From an optimization exercise on the open Yosys and OpenROAD flow, aimed at small area, a short achievable clock period and few clock cycles; shortcuts taken in it are not production practice.
The RTL was checked by simulation tests, not by an equivalence proof against the original design.
Power and IR drop assume default switching activity.

==> run K: inputs <==
==> flow/design.v <==
package fleetPkg;
	localparam int boardSize = 8;
	localparam int fleetDepth = 11;
	typedef enum logic [2:0]
	{
		submarine = 3'd0,
		cruiser = 3'd1,
		seaplane = 3'd2,
		battleship = 3'd3,
		carrier = 3'd4
	} shipKindT;
endpackage
`timescale 1ns/10ps
module shipCellDecoder
(
	input logic [14:0] request,
	output logic [7:0] rowA,
	output logic [7:0] colA,
	output logic [7:0] rowB,
	output logic [7:0] colB,
	output logic onBoard
);
	logic [2:0] kind;
	logic [3:0] x;
	logic [3:0] y;
	logic direction;
	logic [1:0] orientation;
	logic straight;
	logic seaplane;
	logic atLeast2;
	logic atLeast4;
	logic is5;
	logic horizontal;
	logic vertical;
	logic [7:0] xHot;
	logic [7:0] yHot;
	logic [4:1] xStep;
	logic [4:1] yStep;
	logic xFits;
	logic yFits;
	logic seaplaneFits;
	assign kind = request[14:12];
	assign x = request[10:7];
	assign y = request[6:3];
	assign direction = request[2];
	assign orientation = request[1:0];
	assign seaplane = (kind == 3'd2);
	assign straight = (kind == 3'd0) || (kind == 3'd1) || (kind == 3'd3) || (kind == 3'd4);
	assign atLeast2 = (kind == 3'd1) || (kind == 3'd3) || (kind == 3'd4);
	assign atLeast4 = (kind == 3'd3) || (kind == 3'd4);
	assign is5 = (kind == 3'd4);
	assign horizontal = straight && !direction;
	assign vertical = straight && direction;
	assign xStep[1] = horizontal && atLeast2;
	assign xStep[2] = (horizontal && atLeast4) || (seaplane && !orientation[1]);
	assign xStep[3] = horizontal && atLeast4;
	assign xStep[4] = horizontal && is5;
	assign yStep[1] = vertical && atLeast2;
	assign yStep[2] = (vertical && atLeast4) || (seaplane && orientation[1]);
	assign yStep[3] = vertical && atLeast4;
	assign yStep[4] = vertical && is5;
	always_comb
	begin
		for (int i = 0; i < 8; i++)
		begin
			xHot[i] = (x[2:0] == 3'(i));
			yHot[i] = (y[2:0] == 3'(i));
		end
		for (int i = 0; i < 8; i++)
		begin
			colA[i] = xHot[i];
			rowA[i] = yHot[i];
			for (int s = 1; s <= 4; s++)
				if (i >= s)
				begin
					colA[i] = colA[i] || (xStep[s] && xHot[i-s]);
					rowA[i] = rowA[i] || (yStep[s] && yHot[i-s]);
				end
		end
		for (int i = 0; i < 8; i++)
		begin
			rowB[i] = 1'b0;
			colB[i] = 1'b0;
			if (i >= 1)
			begin
				rowB[i] = seaplane && orientation != 2'd1 && yHot[i-1];
				colB[i] = orientation != 2'd3 && xHot[i-1];
			end
			if (i <= 6)
			begin
				rowB[i] = rowB[i] || (seaplane && orientation == 2'd1 && yHot[i+1]);
				colB[i] = colB[i] || (orientation == 2'd3 && xHot[i+1]);
			end
		end
	end
	assign xFits = !(atLeast2 && x[2:0] == 3'd7) && !(atLeast4 && x[2:0] >= 3'd5)
		&& !(is5 && x[2:0] == 3'd4);
	assign yFits = !(atLeast2 && y[2:0] == 3'd7) && !(atLeast4 && y[2:0] >= 3'd5)
		&& !(is5 && y[2:0] == 3'd4);
	always_comb
	begin
		case (orientation)
			2'd0: seaplaneFits = x[2:0] <= 3'd5 && y[2:0] <= 3'd6;
			2'd1: seaplaneFits = x[2:0] <= 3'd5 && y[2:0] >= 3'd1;
			2'd2: seaplaneFits = x[2:0] <= 3'd6 && y[2:0] <= 3'd5;
			default: seaplaneFits = x[2:0] >= 3'd1 && y[2:0] <= 3'd5;
		endcase
	end
	assign onBoard = !x[3] && !y[3] && ((seaplane && seaplaneFits)
		|| (straight && (direction ? yFits : xFits)));
endmodule
`timescale 1ns/10ps
module overlapScanner
(
	input logic player,
	input logic [63:0] shipMask,
	input logic [63:0] occupied0,
	input logic [63:0] occupied1,
	output logic hit
);
	logic hit0;
	logic hit1;
	assign hit0 = |(shipMask & occupied0);
	assign hit1 = |(shipMask & occupied1);
	assign hit = player ? hit1 : hit0;
endmodule
`timescale 1ns/10ps
module fleetStore
(
	input logic clk,
	input logic rstN,
	input logic player,
	input logic writeStrobe,
	input logic [63:0] shipMask,
	output logic [63:0] occupied0,
	output logic [63:0] occupied1,
	output logic fleetFull
);
	logic boardValid;
	logic write0;
	logic write1;
	logic [3:0] count0;
	logic [3:0] count1;
	assign write0 = writeStrobe && !player;
	assign write1 = writeStrobe && player;
	assign fleetFull = player ? (count1 == 4'(fleetPkg::fleetDepth))
		: (count0 == 4'(fleetPkg::fleetDepth));
	always_ff @(posedge clk or negedge rstN)
	begin
		if (!rstN)
		begin
			boardValid <= 1'b0;
			count0 <= '0;
			count1 <= '0;
		end
		else
		begin
			boardValid <= 1'b1;
			if (write0)
				count0 <= count0 + 4'd1;
			if (write1)
				count1 <= count1 + 4'd1;
		end
	end
	always_ff @(posedge clk)
	begin
		occupied0 <= (occupied0 & {64{boardValid}}) | (shipMask & {64{write0}});
		occupied1 <= (occupied1 & {64{boardValid}}) | (shipMask & {64{write1}});
	end
endmodule
`timescale 1ns/10ps
module placementControl
(
	input logic clk,
	input logic rstN,
	input logic enable,
	input logic onBoard,
	input logic fleetFull,
	input logic hit,
	output logic writeStrobe,
	output logic placed,
	output logic borderConflict,
	output logic memoryConflict
);
	logic holding;
	logic placedHeld;
	logic placeNow;
	assign placeNow = onBoard && !fleetFull && !hit;
	assign writeStrobe = enable && !holding && placeNow;
	assign placed = enable && (holding ? placedHeld : placeNow);
	assign borderConflict = enable && !onBoard;
	assign memoryConflict = enable && onBoard && (holding ? !placedHeld : (fleetFull || hit));
	always_ff @(posedge clk or negedge rstN)
	begin
		if (!rstN)
		begin
			holding <= 1'b0;
			placedHeld <= 1'b0;
		end
		else
		begin
			holding <= enable;
			if (!holding)
				placedHeld <= placeNow;
		end
	end
endmodule
`timescale 1ns/10ps
module shipValidator
(
	input logic clk,
	input logic rstN,
	input logic enable,
	input logic [14:0] request,
	output logic placed,
	output logic borderConflict,
	output logic memoryConflict,
	output logic conflict
);
	logic [7:0] rowA;
	logic [7:0] colA;
	logic [7:0] rowB;
	logic [7:0] colB;
	logic onBoard;
	logic [63:0] shipMask;
	logic [63:0] occupied0;
	logic [63:0] occupied1;
	logic fleetFull;
	logic hit;
	logic writeStrobe;
	shipCellDecoder decoder
	(
		.request(request),
		.rowA(rowA),
		.colA(colA),
		.rowB(rowB),
		.colB(colB),
		.onBoard(onBoard)
	);
	always_comb
		for (int r = 0; r < 8; r++)
			for (int c = 0; c < 8; c++)
				shipMask[r*8 + c] = (rowA[r] && colA[c]) || (rowB[r] && colB[c]);
	fleetStore store
	(
		.clk(clk),
		.rstN(rstN),
		.player(request[11]),
		.writeStrobe(writeStrobe),
		.shipMask(shipMask),
		.occupied0(occupied0),
		.occupied1(occupied1),
		.fleetFull(fleetFull)
	);
	overlapScanner scanner
	(
		.player(request[11]),
		.shipMask(shipMask),
		.occupied0(occupied0),
		.occupied1(occupied1),
		.hit(hit)
	);
	placementControl control
	(
		.clk(clk),
		.rstN(rstN),
		.enable(enable),
		.onBoard(onBoard),
		.fleetFull(fleetFull),
		.hit(hit),
		.writeStrobe(writeStrobe),
		.placed(placed),
		.borderConflict(borderConflict),
		.memoryConflict(memoryConflict)
	);
	assign conflict = borderConflict | memoryConflict;
endmodule
==> flow/run.sh <==
#!/bin/bash
# synth_recipe.tcl (not shown) runs the flow's synth.tcl, then flattens the netlist and writes it again
# the make line also repeats each setting of config.mk as NAME=value (left out here)
make -C /OpenROAD-flow-scripts/flow DESIGN_CONFIG=/design/flow/config.mk WORK_HOME=/design/flow/orfs CLKGATE_MAP_FILE= SYNTH_SCRIPT=/design/flow/synth_recipe.tcl finish
==> flow/config.mk <==
export PLATFORM = sky130hd
export DESIGN_NAME = shipValidator
export DESIGN_NICKNAME = shipValidator
export VERILOG_FILES = /design/flow/design.v
export SDC_FILE = /design/flow/constraint.sdc
export NUM_CORES = 4
export LEC_CHECK = 0
export CAP_MARGIN = 20
export CORE_MARGIN = 2
export CORE_UTILIZATION = 40
export PLACE_DENSITY = 0.6
export SETUP_SLACK_MARGIN = 1.5
export SLEW_MARGIN = 20
==> flow/constraint.sdc <==
create_clock -name core_clock -period 6.0 [get_ports {clk}]
set_input_delay 1.2000 -clock core_clock [delete_from_list [all_inputs] [get_ports {clk}]]
set_output_delay 1.2000 -clock core_clock [all_outputs]
set_load 0.01 [all_outputs]
==> inputs of run P, as changes to run K <==
==> flow/flow/run.sh (new file) <==
#!/bin/bash
# Standard synthesis, then the combinational logic mapped again for area with
# ABC (registers and their names untouched), then the standard layout steps.
set -euo pipefail
work=$(pwd)
R=$work/orfs/results/$FLOW_PLATFORM/shipValidator/base
bash standard.sh synth > standard_synth.log 2>&1
cp "$R/1_2_yosys.v" "$work/standard_1_2_yosys.v"
set -a; eval "$(make -s -C "$FLOW_HOME" DESIGN_CONFIG="$FLOW_CONFIG" print-LIB_FILES print-DONT_USE_CELLS print-ABC_DRIVER_CELL print-ABC_LOAD_IN_FF 2>/dev/null | sed -n 's/^\([A-Z_]*\): *\(.*[^ ]\) *$/\1="\2"/p')"; set +a
bash flow/remap.sh "$work/flow/abc.script" "$work/standard_1_2_yosys.v" "$R/1_2_yosys.v" > remap.log 2>&1
rm -f "$R/1_synth.odb" "$R/1_synth.sdc"
bash standard.sh finish > standard_finish.log 2>&1
==> flow/flow/abc.script (new file) <==
strash
&get -n
&st
&syn2
&dch -f
&nf
&put
buffer -c
upsize -c
dnsize -c
==> flow/flow/cellmodels.py (new file) <==
#!/usr/bin/env python3
"""Write Verilog models of the liberty's combinational cells (for techmap), so
a mapped netlist's logic can be mapped again. Sequential cells are left out and
stay as they are. usage: cellmodels.py LIB OUT.v"""
import re
import sys

lib = open(sys.argv[1]).read()
out = []
pos = 0
for m in re.finditer(r'\n\s*cell\s*\(\s*"?([\w]+)"?\s*\)\s*\{', lib):
    pass
starts = [(m.start(), m.group(1)) for m in re.finditer(r'\n\s*cell\s*\(\s*"?([\w]+)"?\s*\)\s*\{', lib)]
for i, (s, name) in enumerate(starts):
    e = starts[i + 1][0] if i + 1 < len(starts) else len(lib)
    body = lib[s:e]
    if name.endswith("conb_1") or re.search(r"\n\s*(ff|latch|statetable)\s*\(", body):
        continue
    pins = []
    for pm in re.finditer(r'\n\s*pin\s*\(\s*"?(\w+)"?\s*\)\s*\{', body):
        ps = pm.end()
        # pin body up to next pin( or end
        nxt = re.search(r'\n\s*pin\s*\(', body[ps:])
        pb = body[ps:ps + nxt.start()] if nxt else body[ps:]
        d = re.search(r'direction\s*:\s*"?(\w+)"?', pb)
        f = re.search(r'\n\s*function\s*:\s*"([^"]*)"', pb)
        pins.append((pm.group(1), d.group(1) if d else None, f.group(1) if f else None))
    ins = [p for p, d, f in pins if d == 'input']
    outs = [(p, f) for p, d, f in pins if d == 'output']
    if not outs or any(f is None for p, f in outs):
        continue
    if any(d not in ('input', 'output') for p, d, f in pins):
        continue
    ports = ins + [p for p, f in outs]
    out.append(f"module {name} ({', '.join(ports)});")
    for p in ins:
        out.append(f"  input {p};")
    for p, f in outs:
        expr = f.replace('!', '~')
        expr = re.sub(r'\)\s+\(', ') & (', expr)
        out.append(f"  output {p};")
        out.append(f"  assign {p} = {expr};")
    out.append("endmodule")
open(sys.argv[2], 'w').write("\n".join(out) + "\n")
==> flow/flow/remap.sh (new file) <==
#!/bin/bash
# Maps the combinational logic of the standard synthesis's netlist again with
# the ABC script in $1, leaving every register cell and its name as it is.
# usage: remap.sh ABC_SCRIPT NETLIST_IN NETLIST_OUT [ABC_D_PS]
set -euo pipefail
here=$(cd "$(dirname "$0")" && pwd)
lib=$(echo $LIB_FILES | awk '{print $1}')
script=$1; in=$2; out=$3; dps=${4:-}
python3 "$here/cellmodels.py" "$lib" remap_cells.v
dontuse=""
for c in $DONT_USE_CELLS; do dontuse="$dontuse -dont_use $c"; done
printf 'set_driving_cell %s\nset_load %s\n' "$ABC_DRIVER_CELL" "$ABC_LOAD_IN_FF" > remap.constr
darg=""
[[ -n "$dps" ]] && darg="-D $dps"
cat > remap.ys <<EOY
read_liberty -lib $lib
read_verilog -defer $in
hierarchy -top $FLOW_TOP
techmap -map remap_cells.v
techmap
opt -fast
opt -purge
abc -liberty $lib $dontuse -script $script -constr remap.constr $darg
splitnets
opt_clean -purge
hilomap -singleton -hicell sky130_fd_sc_hd__conb_1 HI -locell sky130_fd_sc_hd__conb_1 LO
insbuf -buf sky130_fd_sc_hd__buf_4 A X
check -assert -mapped
tee -o remap_stat.txt stat -liberty $lib
rename -hide w:*\$func\$*
write_verilog -noattr -nohex -nodec $out
EOY
yosys -s remap.ys
==> flow/standard.sh (new file) <==
#!/bin/bash
# synth_recipe.tcl (not shown) runs the flow's synth.tcl, then flattens the netlist and writes it again
# the make line also repeats each setting of config.mk as NAME=value (left out here)
make -C /OpenROAD-flow-scripts/flow DESIGN_CONFIG=/design/flow/config.mk WORK_HOME=/design/flow/orfs CLKGATE_MAP_FILE= SYNTH_SCRIPT=/design/flow/synth_recipe.tcl "${@:-finish}"
ABC_AREA = 1   (was not set)
removed: flow/run.sh
==> results.toml <==
[sta]
finalCritPeriodShare_pct = 94.8

[clock_network]
clk_latency_ns = 0.44

[cells_and_area]
fin_cells = 1289
multi_input_cells = 626
clock_buffers = 17

[run_status]
outcome = "finished clean"

[global_route]
grtUsageMet1_pct = 39.0

[worst_setup_path]
cp.arrival_ns = 4.49
reg2reg_slack_ns = 3.40
r2r_cells = 11
-- figures above: run P

==> results.toml <==
[sta]
finalCritPeriodShare_pct = 94.9

[worst_setup_path]
reg2reg_slack_ns = 2.76
cp.arrival_ns = 6.07

[cells_and_area]
fin_cells = 1456
clock_buffers = 18
multi_input_cells = 634

[global_route]
grtUsageMet1_pct = 48.6

[clock_network]
clk_latency_ns = 0.45

[run_status]
outcome = "finished clean"
-- figures above: run K

Testbench counts of run K, summed over its fixed seeds: cycles 4,608.
Testbench counts of run P, summed over its fixed seeds: cycles 4,608.


==> build 71: inputs <==
Starts from the design.v that is shown in full above.
clock: 6.0 ns
lec_check: 0
abc_area: 1
cap_margin: 20
core_margin: 2
core_utilization: 40
cts_buf_list: sky130_fd_sc_hd__clkbuf_8
cts_cluster_diameter: 40
cts_cluster_size: 10
place_density: 0.6
setup_slack_margin: 1.0
slew_margin: 20
standard.sh (not shown) runs the stock make flow with config.mk's settings and CLKGATE_MAP_FILE= SYNTH_SCRIPT=/design/flow/synth_recipe.tcl, a recipe that flattens the netlist after the stock synthesis.
==> flow/flow/run.sh <==
#!/bin/bash
# The standard layout, except that the port buffers are sky130_fd_sc_hd__buf_4
# cells rather than the delay buffers buffer_ports picks by default (timing repair
# keeps each cell's footprint, so it never swaps those out).
set -euo pipefail
export BUFFER_PORTS_ARGS="-buffer_cell sky130_fd_sc_hd__buf_4"
bash standard.sh "BUFFER_PORTS_ARGS=-buffer_cell sky130_fd_sc_hd__buf_4" finish > standard_finish.log 2>&1
==> trial 6: changes against build 71 <==
==> flow/run.sh (new file) <==
#!/bin/bash
# synth_recipe.tcl (not shown) runs the flow's synth.tcl, then flattens the netlist and writes it again
# the make line also repeats each setting of config.mk as NAME=value (left out here)
make -C /OpenROAD-flow-scripts/flow DESIGN_CONFIG=/design/flow/config.mk WORK_HOME=/design/flow/orfs CLKGATE_MAP_FILE= SYNTH_SCRIPT=/design/flow/synth_recipe.tcl finish
--- a/flow/config.mk
+++ b/flow/config.mk
@@ -9,9 +9,7 @@
 export CAP_MARGIN = 20
 export CORE_MARGIN = 2
 export CORE_UTILIZATION = 40
-export CTS_BUF_LIST = sky130_fd_sc_hd__clkbuf_8
-export CTS_CLUSTER_DIAMETER = 40
-export CTS_CLUSTER_SIZE = 10
+export GPL_TIMING_DRIVEN = 0
 export PLACE_DENSITY = 0.6
-export SETUP_SLACK_MARGIN = 1.0
+export SETUP_SLACK_MARGIN = 1.5
 export SLEW_MARGIN = 20
removed: flow/flow/run.sh
removed: flow/standard.sh
==> notes.md <==
Against build 71, the sequential share of layout area of trial 6 is lower by 4.2 points.
Against build 71, the final cell count of trial 6 is larger by about 4%.
In critical path depth, trial 6 and build 71 do not differ.
Of build 71 and trial 6, trial 6 has the higher non-clock buffer count (gap 62).
Of build 71 and trial 6, trial 6 has the higher core utilization (gap 7.0 points).
Against build 71, the first-iteration DRC count of trial 6 is larger by about 12%.
Of build 71 and trial 6, build 71 has the higher clock skew (gap 0.0067 ns).
Against build 71, the count of clock-buffer cells in the layout of trial 6 is higher by 5.
==> figures <==
Outcome: build 71 no timing/DRC/antenna violations; trial 6 no timing/DRC/antenna violations
Port Buffer Count: build 71 21; trial 6 20
Data arrival time of the critical path: build 71 3.63 ns; trial 6 3.45 ns
Final Core Density: build 71 0.473; trial 6 0.543
Total power draw: build 71 1930 uW; trial 6 2420 uW
Fraction of the cycle the final worst path needs: build 71 0.805; trial 6 0.775
Power in the clock group: build 71 789 uW; trial 6 1210 uW
Comb group: build 71 197 uW; trial 6 272 uW
Switching Fraction: build 71 0.291; trial 6 0.249
PD cells: build 71 217 nW/um2; trial 6 238 nW/um2
Switching power summed over all nets: build 71 562 uW; trial 6 604 uW
Routed vias: build 71 7393; trial 6 7916
Proportion of layout cells with a drive suffix above 1: build 71 0.191; trial 6 0.283
Global-route wire length before repair: build 71 34.9 mm; trial 6 39.7 mm
GRT met2 Usage: build 71 0.349; trial 6 0.409
Sum of met2 wire segment lengths after detailed routing: build 71 9.81 mm; trial 6 11.7 mm
Buffer count excluding the clock tree in the final layout: build 71 40; trial 6 102
Testbench counts of build 71, summed over its fixed seeds: cycles 4,608.
Testbench counts of trial 6, summed over its fixed seeds: cycles 4,608.

[what the ideal ports hide]
No port has a modelled driver above. Below, the same layouts with a new extraction and two added sets of constraints.
Step 1 (the two cells are an assumption about what drives the block):
set clk [get_ports {clk}]
set_driving_cell -lib_cell sky130_fd_sc_hd__clkbuf_16 $clk
set_driving_cell -lib_cell sky130_fd_sc_hd__buf_2 [delete_from_list [all_inputs] $clk]
Step 2 times the ports against the registers' clock, not the clock port: input delays grow and output delays shrink by t, the midpoint of the rising clock arrivals with the driver on.
Three values: no drivers, after step 1, after step 2; two values: the first two.
| run | t (ns) | setup slack, ns | worst hold slack (ns) | slew at the worst register clock pin (ns) |
|---|---|---|---|---|
| run K | 0.482 | 0.306 / 0.299 / -0.159 | 0.450 / 0.450 / 0.450 | 0.07 / 0.07 |
| run P | 0.481 | 0.313 / 0.278 / 0.278 | 0.449 / 0.449 / 0.449 | 0.07 / 0.07 |
| build 71 | 0.500 | 1.170 / 1.149 / 1.149 | 0.456 / 0.456 / 0.456 | 0.10 / 0.10 |
| trial 6 | 0.467 | 1.352 / 1.279 / 1.279 | 0.452 / 0.452 / 0.452 | 0.06 / 0.06 |
Met with ideal ports but missed after step 2: setup timing in run K. The setup slack of run K, which loses most, moves by -0.007 ns with the drivers and by -0.465 ns with both steps.
